Background: an optimization exercise with open tools, aiming at a short achievable clock period and few clock cycles. Do not read the settings as production practice.
Function was checked by simulation only, so behaviour that the tests miss may differ from the original.
Power figures rest on the tool's default switching activity, not on a simulated workload.

<file path="flow/config.mk">
export PLATFORM = sky130hd
export DESIGN_NAME = cpu_top
export DESIGN_NICKNAME = cpu_top
export VERILOG_FILES = /design/flow/design.v
export SDC_FILE = /design/flow/constraint.sdc
export NUM_CORES = 4
export LEC_CHECK = 0
export ABC_CLOCK_PERIOD_IN_PS = 3000
export CAP_MARGIN = 20
export CORE_MARGIN = 2
export CORE_UTILIZATION = 30
export PLACE_DENSITY = 0.4
export SETUP_SLACK_MARGIN = 4
export SLEW_MARGIN = 20
</file>
<file path="flow/constraint.sdc">
create_clock -name core_clock -period 7.5 [get_ports {clock}]
set_input_delay 1.5000 -clock core_clock [delete_from_list [all_inputs] [get_ports {clock}]]
set_output_delay 1.5000 -clock core_clock [all_outputs]
set_load 0.01 [all_outputs]
</file>
<file path="flow/design.v">
`timescale 1ns/10ps
`default_nettype none
package cpu_pkg;
	localparam int XLEN        = 32;
	localparam int REG_ADDR_W  = 5;
	localparam int NUM_REGS    = 32;
	localparam int LINK_REG    = 31;
	localparam int PC_W        = 12;
	localparam int DMEM_ADDR_W = 8;
	localparam int DMEM_WORDS_W = 6;
	localparam int OPCODE_W    = 5;
	localparam int SHAMT_W     = 5;
	localparam int ALU_OP_W    = 5;
	localparam int IMM_W       = 17;
	localparam int TARGET_W    = 27;
	localparam logic [OPCODE_W-1:0] OP_ALU  = 5'd0;
	localparam logic [OPCODE_W-1:0] OP_J    = 5'd1;
	localparam logic [OPCODE_W-1:0] OP_BNE  = 5'd2;
	localparam logic [OPCODE_W-1:0] OP_JAL  = 5'd3;
	localparam logic [OPCODE_W-1:0] OP_JR   = 5'd4;
	localparam logic [OPCODE_W-1:0] OP_ADDI = 5'd5;
	localparam logic [OPCODE_W-1:0] OP_BLT  = 5'd6;
	localparam logic [OPCODE_W-1:0] OP_SW   = 5'd7;
	localparam logic [OPCODE_W-1:0] OP_LW   = 5'd8;
	localparam logic [ALU_OP_W-1:0] ALU_ADD = 5'd0;
	localparam logic [ALU_OP_W-1:0] ALU_SUB = 5'd1;
	localparam logic [ALU_OP_W-1:0] ALU_AND = 5'd2;
	localparam logic [ALU_OP_W-1:0] ALU_OR  = 5'd3;
	localparam logic [ALU_OP_W-1:0] ALU_SLL = 5'd4;
	localparam logic [ALU_OP_W-1:0] ALU_SRA = 5'd5;
	typedef struct packed {
		logic [OPCODE_W-1:0]   opcode;
		logic [REG_ADDR_W-1:0] rd;
		logic [REG_ADDR_W-1:0] rs;
		logic [REG_ADDR_W-1:0] rt;
		logic [SHAMT_W-1:0]    shamt;
		logic [ALU_OP_W-1:0]   aluop;
		logic [1:0]            unused;
	} r_fmt_t;
	typedef struct packed {
		logic [OPCODE_W-1:0]   opcode;
		logic [REG_ADDR_W-1:0] rd;
		logic [REG_ADDR_W-1:0] rs;
		logic [IMM_W-1:0]      imm;
	} i_fmt_t;
	typedef struct packed {
		logic [OPCODE_W-1:0] opcode;
		logic [TARGET_W-1:0] target;
	} j_fmt_t;
	typedef union packed {
		r_fmt_t r;
		i_fmt_t i;
		j_fmt_t j;
	} instr_t;
	localparam instr_t INSTR_NOP = '0;
endpackage
`default_nettype wire
`timescale 1ns/10ps
`default_nettype none
import cpu_pkg::*;
module cpu_top (
	input  wire                     clock,
	input  wire                     arst_n,
	output logic [PC_W-1:0]         imem_addr,
	input  wire  [XLEN-1:0]         imem_data,
	output logic                    wb_en,
	output logic [REG_ADDR_W-1:0]   wb_reg,
	output logic [XLEN-1:0]         wb_data,
	output logic                    store_en,
	output logic [DMEM_ADDR_W-1:0]  store_addr,
	output logic [XLEN-1:0]         store_data
);
	localparam int BHT_W = 7;
	logic            stall;
	logic            mispredict;
	logic [PC_W-1:0] redirect_pc;
	logic [PC_W-1:0] pc;
	logic [PC_W-1:0] pcp1;
	logic [PC_W-1:0] f_npc;
	logic [PC_W-1:0] f_br_tgt;
	logic [1:0]      bht [2**BHT_W];
	logic [31:0]     sk;             
	logic [PC_W-1:0] sv [32];
	logic [31:0]     ck;             
	logic [PC_W-1:0] cv [32];
	logic            flush_q;
	logic [31:0]     rk;
	logic [PC_W-1:0] rv [32];
	assign pcp1      = pc + 1'b1;
	assign imem_addr = pc;
	wire [4:0] f_op     = imem_data[31:27];
	wire [4:0] f_rd     = imem_data[26:22];
	wire [4:0] f_rs     = imem_data[21:17];
	wire       f_is_j   = (f_op == OP_J) || (f_op == OP_JAL);
	wire       f_is_jal = (f_op == OP_JAL);
	wire       f_is_br  = (f_op == OP_BNE) || (f_op == OP_BLT);
	wire       f_is_jr  = (f_op == OP_JR);
	wire       f_bht_t  = bht[pc[BHT_W-1:0]][1];
	assign f_br_tgt = pcp1 + imem_data[PC_W-1:0];
	always_comb begin
		for (int i = 0; i < 32; i++) begin
			rk[i] = flush_q ? ck[i] : sk[i];
			rv[i] = flush_q ? cv[i] : sv[i];
		end
	end
	wire             f_jr_known = rk[f_rd];
	wire [PC_W-1:0]  f_jr_tgt   = rv[f_rd];
	wire             f_br_t     = f_is_br && f_bht_t;
	always_comb begin
		if (f_is_j)                    f_npc = imem_data[PC_W-1:0];
		else if (f_br_t)               f_npc = f_br_tgt;
		else if (f_is_jr && f_jr_known) f_npc = f_jr_tgt;
		else                           f_npc = pcp1;
	end
	wire f_accept = !stall && !mispredict;
	always_ff @(posedge clock or negedge arst_n) begin
		if (!arst_n) begin
			pc <= '0;
		end else if (mispredict) begin
			pc <= redirect_pc;
		end else if (!stall) begin
			pc <= f_npc;
		end
	end
	always_ff @(posedge clock or negedge arst_n) begin
		if (!arst_n) begin
			flush_q <= 1'b0;
			sk      <= '1;
			for (int i = 0; i < 32; i++) sv[i] <= '0;
		end else begin
			flush_q <= mispredict;
			for (int i = 0; i < 32; i++) begin
				sk[i] <= rk[i];
				sv[i] <= rv[i];
			end
			if (f_accept) begin
				if (f_is_jal) begin
					sk[31] <= 1'b1;
					sv[31] <= pcp1;
				end else if ((f_op == OP_ADDI) && (f_rd != '0)) begin
					sk[f_rd] <= (f_rs == '0);
					sv[f_rd] <= imem_data[PC_W-1:0];
				end else if (((f_op == OP_ALU) || (f_op == OP_LW)) && (f_rd != '0)) begin
					sk[f_rd] <= 1'b0;
				end
			end
		end
	end
	logic            fd_valid;
	logic [XLEN-1:0] fd_inst;
	logic [PC_W-1:0] fd_pcp1;
	logic            fd_pred_t;
	logic [PC_W-1:0] fd_alt;
	logic [BHT_W-1:0] fd_idx;
	always_ff @(posedge clock or negedge arst_n) begin
		if (!arst_n) begin
			fd_valid  <= 1'b0;
			fd_inst   <= '0;
			fd_pcp1   <= '0;
			fd_pred_t <= 1'b0;
			fd_alt    <= '0;
			fd_idx    <= '0;
		end else if (mispredict) begin
			fd_valid  <= 1'b0;
		end else if (!stall) begin
			fd_valid  <= 1'b1;
			fd_inst   <= imem_data;
			fd_pcp1   <= pcp1;
			fd_pred_t <= f_br_t;
			fd_alt    <= f_is_jr ? f_npc : (f_br_t ? pcp1 : f_br_tgt);
			fd_idx    <= pc[BHT_W-1:0];
		end
	end
	logic [XLEN-1:0] rf [1:31];
	wire [4:0] d_op    = fd_inst[31:27];
	wire [4:0] d_rd    = fd_inst[26:22];
	wire [4:0] d_rs    = fd_inst[21:17];
	wire [4:0] d_rt    = fd_inst[16:12];
	wire [4:0] d_shamt = fd_inst[11:7];
	wire [4:0] d_fn    = fd_inst[6:2];
	wire d_alu  = (d_op == OP_ALU);
	wire d_addi = (d_op == OP_ADDI);
	wire d_lw   = (d_op == OP_LW);
	wire d_sw   = (d_op == OP_SW);
	wire d_bne  = (d_op == OP_BNE);
	wire d_blt  = (d_op == OP_BLT);
	wire d_jr   = (d_op == OP_JR);
	wire d_jal  = (d_op == OP_JAL);
	wire       d_use_imm = d_addi || d_lw || d_sw;
	wire       d_uses_a  = d_alu || d_addi || d_lw || d_sw || d_bne || d_blt;
	wire       d_uses_b  = d_alu || d_bne || d_blt || d_jr || d_sw;
	wire [4:0] d_bidx    = (d_bne || d_blt || d_jr || d_sw) ? d_rd : d_rt;
	wire [4:0] d_dest    = d_jal ? 5'd31 : d_rd;
	wire       d_writes  = (d_alu || d_addi || d_lw || d_jal) && (d_dest != '0);
	wire [XLEN-1:0] d_imm = {{(XLEN-IMM_W){fd_inst[IMM_W-1]}}, fd_inst[IMM_W-1:0]};
	logic            de_wr;
	logic [4:0]      de_dest;
	logic            de_lw;
	logic            em_wr;
	logic [4:0]      em_dest;
	logic [XLEN-1:0] em_res;
	logic            mw_wr;
	logic [4:0]      mw_dest;
	logic [XLEN-1:0] mw_res;
	logic [XLEN-1:0] d_ra;
	logic [XLEN-1:0] d_rb;
	always_comb begin
		d_ra = (d_rs == '0) ? '0 : rf[d_rs];
		if (mw_wr && (mw_dest == d_rs)) d_ra = mw_res;
		d_rb = (d_bidx == '0) ? '0 : rf[d_bidx];
		if (mw_wr && (mw_dest == d_bidx)) d_rb = mw_res;
	end
	assign stall = fd_valid && de_wr && de_lw &&
		((d_uses_a && (d_rs == de_dest)) || (d_uses_b && (d_bidx == de_dest)));
	wire d_go = fd_valid && !stall && !mispredict;
	wire d_fa_m = de_wr && (de_dest == d_rs);
	wire d_fa_w = !d_fa_m && em_wr && (em_dest == d_rs);
	wire d_fs_m = de_wr && (de_dest == d_bidx);
	wire d_fs_w = !d_fs_m && em_wr && (em_dest == d_bidx);
	logic            de_valid;
	logic            de_sw;
	logic            de_bne;
	logic            de_blt;
	logic            de_jr;
	logic            de_pred_t;
	logic [PC_W-1:0] de_alt;
	logic [PC_W-1:0] de_pcp1;
	logic [BHT_W-1:0] de_idx;
	logic            de_sub;
	logic            de_sel_add, de_sel_and, de_sel_or, de_sel_sll, de_sel_sra, de_sel_link;
	logic [4:0]      de_shamt;
	logic [XLEN-1:0] de_a, de_b, de_sd;
	logic            de_fa_m, de_fa_w, de_fb_m, de_fb_w, de_fs_m, de_fs_w;
	logic            de_ck_set, de_ck_clr;
	logic [PC_W-1:0] de_ck_val;
	always_ff @(posedge clock or negedge arst_n) begin
		if (!arst_n) begin
			de_valid <= 1'b0;
			de_wr    <= 1'b0;
			de_lw    <= 1'b0;
			de_sw    <= 1'b0;
			de_bne   <= 1'b0;
			de_blt   <= 1'b0;
			de_jr    <= 1'b0;
			de_ck_set <= 1'b0;
			de_ck_clr <= 1'b0;
			de_pred_t <= 1'b0;
			de_alt   <= '0;
			de_pcp1  <= '0;
			de_idx   <= '0;
			de_dest  <= '0;
			de_sub   <= 1'b0;
			de_sel_add <= 1'b0; de_sel_and <= 1'b0; de_sel_or <= 1'b0;
			de_sel_sll <= 1'b0; de_sel_sra <= 1'b0; de_sel_link <= 1'b0;
			de_shamt <= '0;
			de_a <= '0; de_b <= '0; de_sd <= '0;
			de_fa_m <= 1'b0; de_fa_w <= 1'b0; de_fb_m <= 1'b0;
			de_fb_w <= 1'b0; de_fs_m <= 1'b0; de_fs_w <= 1'b0;
			de_ck_val <= '0;
		end else begin
			de_valid  <= d_go;
			de_wr     <= d_go && d_writes;
			de_lw     <= d_go && d_lw;
			de_sw     <= d_go && d_sw;
			de_bne    <= d_go && d_bne;
			de_blt    <= d_go && d_blt;
			de_jr     <= d_go && d_jr;
			de_ck_set <= d_go && (d_jal || (d_addi && (d_rs == '0) && (d_rd != '0)));
			de_ck_clr <= d_go && (d_alu || d_addi || d_lw) && (d_rd != '0);
			de_ck_val <= d_jal ? fd_pcp1 : fd_inst[PC_W-1:0];
			de_pred_t <= fd_pred_t;
			de_alt    <= fd_alt;
			de_pcp1   <= fd_pcp1;
			de_idx    <= fd_idx;
			de_dest   <= d_dest;
			de_sub    <= d_alu && (d_fn == ALU_SUB);
			de_sel_add  <= d_use_imm || (d_alu && ((d_fn == ALU_ADD) || (d_fn == ALU_SUB)));
			de_sel_and  <= d_alu && (d_fn == ALU_AND);
			de_sel_or   <= d_alu && (d_fn == ALU_OR);
			de_sel_sll  <= d_alu && (d_fn == ALU_SLL);
			de_sel_sra  <= d_alu && (d_fn == ALU_SRA);
			de_sel_link <= d_jal;
			de_shamt  <= d_shamt;
			de_a      <= d_ra;
			de_b      <= d_use_imm ? d_imm : d_rb;
			de_sd     <= d_rb;
			de_fa_m   <= d_fa_m;
			de_fa_w   <= d_fa_w;
			de_fb_m   <= d_fs_m && !d_use_imm;
			de_fb_w   <= d_fs_w && !d_use_imm;
			de_fs_m   <= d_fs_m;
			de_fs_w   <= d_fs_w;
		end
	end
	logic [XLEN-1:0] e_a, e_b, e_sd;
	assign e_a  = ({XLEN{de_fa_m}} & em_res) | ({XLEN{de_fa_w}} & mw_res) |
		({XLEN{!de_fa_m && !de_fa_w}} & de_a);
	assign e_b  = ({XLEN{de_fb_m}} & em_res) | ({XLEN{de_fb_w}} & mw_res) |
		({XLEN{!de_fb_m && !de_fb_w}} & de_b);
	assign e_sd = ({XLEN{de_fs_m}} & em_res) | ({XLEN{de_fs_w}} & mw_res) |
		({XLEN{!de_fs_m && !de_fs_w}} & de_sd);
	wire [XLEN-1:0] e_sum = e_a + (e_b ^ {XLEN{de_sub}}) + {{(XLEN-1){1'b0}}, de_sub};
	wire [XLEN-1:0] e_sll = e_a << de_shamt;
	wire [XLEN-1:0] e_sra = $signed(e_a) >>> de_shamt;
	wire [XLEN-1:0] e_res =
		({XLEN{de_sel_add}} & e_sum) |
		({XLEN{de_sel_and}} & (e_a & e_b)) |
		({XLEN{de_sel_or}}  & (e_a | e_b)) |
		({XLEN{de_sel_sll}} & e_sll) |
		({XLEN{de_sel_sra}} & e_sra) |
		({XLEN{de_sel_link}} & {{(XLEN-PC_W){1'b0}}, de_pcp1});
	wire e_ne    = (e_a != e_b);
	wire e_lt    = ($signed(e_b) < $signed(e_a));
	wire e_taken = de_bne ? e_ne : e_lt;
	wire e_br    = de_bne || de_blt;
	assign mispredict  = (e_br && (e_taken != de_pred_t)) ||
		(de_jr && (e_b[PC_W-1:0] != de_alt));
	assign redirect_pc = de_jr ? e_b[PC_W-1:0] : de_alt;
	logic            bu_v;
	logic            bu_t;
	logic [BHT_W-1:0] bu_idx;
	always_ff @(posedge clock or negedge arst_n) begin
		if (!arst_n) begin
			bu_v   <= 1'b0;
			bu_t   <= 1'b0;
			bu_idx <= '0;
			for (int i = 0; i < 2**BHT_W; i++) bht[i] <= 2'd2;
			ck <= '1;
			for (int i = 0; i < 32; i++) cv[i] <= '0;
		end else begin
			bu_v   <= e_br;
			bu_t   <= e_taken;
			bu_idx <= de_idx;
			if (bu_v) begin
				if (bu_t && (bht[bu_idx] != 2'd3)) bht[bu_idx] <= bht[bu_idx] + 2'd1;
				if (!bu_t && (bht[bu_idx] != 2'd0)) bht[bu_idx] <= bht[bu_idx] - 2'd1;
			end
			if (de_ck_set) begin
				ck[de_dest] <= 1'b1;
				cv[de_dest] <= de_ck_val;
			end else if (de_ck_clr) begin
				ck[de_dest] <= 1'b0;
			end
		end
	end
	logic            em_lw;
	logic            em_sw;
	logic [XLEN-1:0] em_sd;
	always_ff @(posedge clock or negedge arst_n) begin
		if (!arst_n) begin
			em_wr   <= 1'b0;
			em_lw   <= 1'b0;
			em_sw   <= 1'b0;
			em_dest <= '0;
			em_res  <= '0;
			em_sd   <= '0;
		end else begin
			em_wr   <= de_wr;
			em_lw   <= de_lw;
			em_sw   <= de_sw;
			em_dest <= de_dest;
			em_res  <= e_res;
			em_sd   <= e_sd;
		end
	end
	logic [XLEN-1:0] dmem [0:2**DMEM_WORDS_W-1];
	always_ff @(posedge clock) begin
		if (em_sw) begin
			dmem[em_res[DMEM_WORDS_W-1:0]] <= em_sd;
		end
	end
	wire [XLEN-1:0] m_ld = dmem[em_res[DMEM_WORDS_W-1:0]];
	always_ff @(posedge clock or negedge arst_n) begin
		if (!arst_n) begin
			mw_wr      <= 1'b0;
			mw_dest    <= '0;
			mw_res     <= '0;
			store_en   <= 1'b0;
			store_addr <= '0;
			store_data <= '0;
		end else begin
			mw_wr      <= em_wr;
			mw_dest    <= em_dest;
			mw_res     <= em_lw ? m_ld : em_res;
			store_en   <= em_sw;
			store_addr <= em_res[DMEM_ADDR_W-1:0];
			store_data <= em_sd;
		end
	end
	always_ff @(posedge clock or negedge arst_n) begin
		if (!arst_n) begin
			for (int i = 1; i < 32; i++) rf[i] <= '0;
		end else if (mw_wr) begin
			rf[mw_dest] <= mw_res;
		end
	end
	assign wb_en   = mw_wr;
	assign wb_reg  = mw_dest;
	assign wb_data = mw_res;
endmodule
`default_nettype wire
</file>
<file path="flow/run.sh">
#!/bin/bash
# synth_recipe.tcl (not shown) runs the flow's synth.tcl, then flattens the netlist and writes it again
# the make line also repeats each setting of config.mk as NAME=value (left out here)
make -C /OpenROAD-flow-scripts/flow DESIGN_CONFIG=/design/flow/config.mk WORK_HOME=/design/flow/orfs CLKGATE_MAP_FILE= SYNTH_SCRIPT=/design/flow/synth_recipe.tcl finish
</file>
==> out/qor.txt <==
clock power share - 27.9%
pre-CTS WS - 1080 ps
share of power burned in registers - 33.9%
setup violators final - 0
Port Buffers - 124
drt initial violations - 20202
Hold WC Path Type - reg -> reg
Sw Ratio - 38.9%
die area - 685000 um^2
initial antenna violation count - 79
Synth top cells by count - dfrtp_1 (2297), mux2_2 (2189), edfxtp_1 (2048), a22oi_1 (1287), clkbuf_1 (989)
CTS Hold Bufs - 0
Req. time, crit path - 8520 ps
Net Sw Power - 37.5 mW
Arr. time, crit path - 6050 ps
num ports - 125
Synth area leaders - edfxtp_1 (30%), dfrtp_1 (28%), mux2_2 (12%)
overall routing resource usage - 30.2%
Final Net Count - 16783
dominant cell type by area after synthesis - edfxtp_1
Crit Path Max Fanout - 7
CTS tree - built
Synth async-reset ratio - 54.9%
total leakage power - 104 nW
Syn Nets - 15702
Via density - 6.11
r2r setup slk - 2480 ps
# placed instances - 23979
Setup crit start - bu_idx[3]$_DFF_PN0_
Final Critical Period - 5020 ps
total CTS buffers - 551
clock sink count - 4537
Yosys warning count - 6
Peak supply drop - 0.493 mV
RePlAce Congestion - 0.927
DRC errors left - 0
Int Power - 58.8 mW
Clock Root Buffer - clkbuf_16
Hold Fails Final Rpt - 0
Die Ht - 828 um
largest net degree at the start of global routing - 145
first-pass GRT wire length - 1430000 um
Syn Area/Cell - 13.1 um^2
total wire length - 1080000 um
Mapped Area - 203000 um^2
R2R cell count - 21
final worst slack - 2480 ps
Crit. End Element - flip-flop
via count - 159071
Final ANT Viol Nets - 0
WL per Instance - 41.4 um
fin. max-slew vios - 0
Cell Count, Final, Fillers Out - 26043
CP Class - reg -> reg
Initial Utilization - 30.1%
hpwl dp - 625000 um
area of the core - 676000 um^2
period utilization - 67.0%
share of cells above drive strength 1 - 39.1%
cells after synthesis - 15511
Max Clock Freq - 0.199 GHz
Comb power frac - 38.2%
Pwr Density - 367 nW/um^2
synth-to-layout area growth - 29.0%
RSZ-0062 raised after global routing - true
GR Overflow Total - 0
worst flop-to-flop path startpoint - bu_idx[3]$_DFF_PN0_
maximum clock path buffer count - 4
Horiz. Die Dim - 828 um
Clock transition at path regs - 60 ps
Total Power - 96.2 mW
top-area cell type share of the netlist area - 30.2%
Clock Latency Late Sink - 1140 ps
Max-slew headroom - 16.6%
Cell Rows - 302
detailed-router iteration count before antenna repair - 8
#FFs+latches synth - 4537
H-tree Lvls - 6
most numerous cell in the Yosys netlist - dfrtp_1
final core utilization - 38.8%
Setup TNS Final - 0 ps
Setup Skew - 66.1 ps
Seq/Total Area, Yosys - 61.0%
vias in the first global route - 153598
status - finished clean
synth unique cells - 107
Worst-Margin Slew - 1250 ps
Main synth FF type - dfrtp_1
Post-synth EDFFs - 2048
max-cap violation count - 0
Worst Setup Start Kind - flip-flop
## logic make-up (layout without fill, tap and decap cells)
family / count (synthesis) / count (layout) / share of synthesized area [%]
adder cells (fa/ha/maj): 160 / 161 / 0.988
other: 0 / 49 / 0
flip-flops: 4537 / 4537 / 61.0
buffers and inverters: 1493 / 2960 / 2.89
AO/OA/AOI/OAI: 4278 / 4290 / 15.3
AND/OR/NAND/NOR: 2508 / 2543 / 5.93
multiplexers: 2413 / 2413 / 13.4
XOR/XNOR: 122 / 122 / 0.525
## placed cells by master (no fill, tap or decap), types with 192 or more instances in the layout
cell type | Yosys | routed
buf_4 | 13 | 938
a221oi_1 | 486 | 386
a21oi_1 | 507 | 321
nand4_1 | 215 | 215
mux2_4 | 0 | 383
nor2_1 | 541 | 360
nand2_1 | 907 | 787
dfrtp_1 | 2297 | 2169
buf_12 | 0 | 305
a22o_1 | 554 | 546
edfxtp_1 | 2048 | 2048
buf_6 | 10 | 248
mux2_2 | 2189 | 1818
a31oi_1 | 392 | 351
a22oi_1 | 1287 | 1193
clkbuf_16 | 0 | 594
dfstp_2 | 192 | 192
## flip-flops by register name (all words and copies together) (netlist names), 129 cells and up, named ones only
signal  count
cv        384
bht       129
rf        992
dmem     2048
sv        384
## worst min-delay path by stage
stage                        start                   to  slack [ps]  cells after the start
3_5_place_dp       de_sw$_DFF_PN0_      em_sw$_DFF_PN0_         330                      0
5_1_grt        de_idx[4]$_DFF_PN0_  bu_idx[4]$_DFF_PN0_         360                      0
2_1_floorplan  de_idx[0]$_DFF_PN0_  bu_idx[0]$_DFF_PN0_         330                      0
3_3_place_gp   de_idx[4]$_DFF_PN0_  bu_idx[4]$_DFF_PN0_         340                      0
6_report       de_idx[4]$_DFF_PN0_  bu_idx[4]$_DFF_PN0_         360                      0
4_1_cts        de_idx[4]$_DFF_PN0_  bu_idx[4]$_DFF_PN0_         360                      0
## repair_timing
action,4_1_cts,5_1_grt
setup endpoints to repair,2562,915
pin swaps,457,355
resized for setup,1897,661
gates cloned,180,29
buffers inserted,642,177
hold endpoints to repair,0,0
## through the flow
step,hold WS [ps],area (um^2)
3_3_place_gp,336,222000
4_1_cts,357,257000
2_1_floorplan,331,208000
3_5_place_dp,335,222000
6_report,357,263000
5_1_grt,364,262000
## cell type report
class,count,area [um^2]
multi-input combinational,9529,85700
sequential,4537,124000
inverter,137,553
tap,8968,11200
timing repair inverter,1,5.00
antenna,49,123
clock inverter,193,1930
fill,63697,413000
clock buffer,794,15800
timing repair buffer,1835,23000
## routing by layer
metal  vias up  GRT usage (%)  wire length (um)
li1      63061              -                 -
met1     85005           40.9            450000
met2      8631           46.0            474000
met3      2336           6.74             91300
met4        38           13.7             63100
met5         -          0.161               399
## critical path, stage by stage, from the launching register on
cell	delay, ps
dfrtp_4	520
nor2b_4	170
buf_4	150
nand2_8	120
buf_12	120
nor2_1	40
a222oi_1	700
o2111ai_2	390
or4_4	630
o41a_4	530
inv_4	70
ha_4	120
nor2_4	40
buf_12	140
o21a_4	210
buf_12	150
buf_16	140
buf_12	140
buf_12	140
buf_12	120
buf_16	120
a31oi_4	140
## power groups by stage
stage / registers [mW] / clock network, mW / logic, mW
after floorplan: 31.7 / 0 / 14.0
after global placement: 33.2 / 0 / 25.8
after detailed placement: 33.2 / 0 / 25.8
after CTS: 32.5 / 27.2 / 34.1
after global routing: 32.8 / 28.2 / 37.3
final: 32.7 / 26.8 / 36.7
Testbench counts, summed over its fixed seeds: cycles 18,600.

re-timing with driven ports:
No port has a modelled driver above. Below, the same layout with a new extraction and two added sets of constraints.
Step 1: set_driving_cell puts a clkbuf_16 on clock and a buf_2 on each other input, an assumption about the parent block.
Step 2 adds t to the input delays and takes it off the output delays; t is the mean of the earliest and latest rising clock arrival at the registers after step 1. Input paths then give back, and output paths get back, about the clock's delay inside the block.
a / b / c = ideal ports / drivers / drivers and shift; a / b = the first two.
t, ns: 1.237
setup WS [ns]: 2.476 / 2.476 / 1.776
clock arrival spread, ns: 0.068 / 0.067
pins driven straight from the clock port: 1
After both steps setup and hold are still met in this run. The setup slack of this run moves by 0.000 ns with the drivers and by -0.700 ns with both steps.
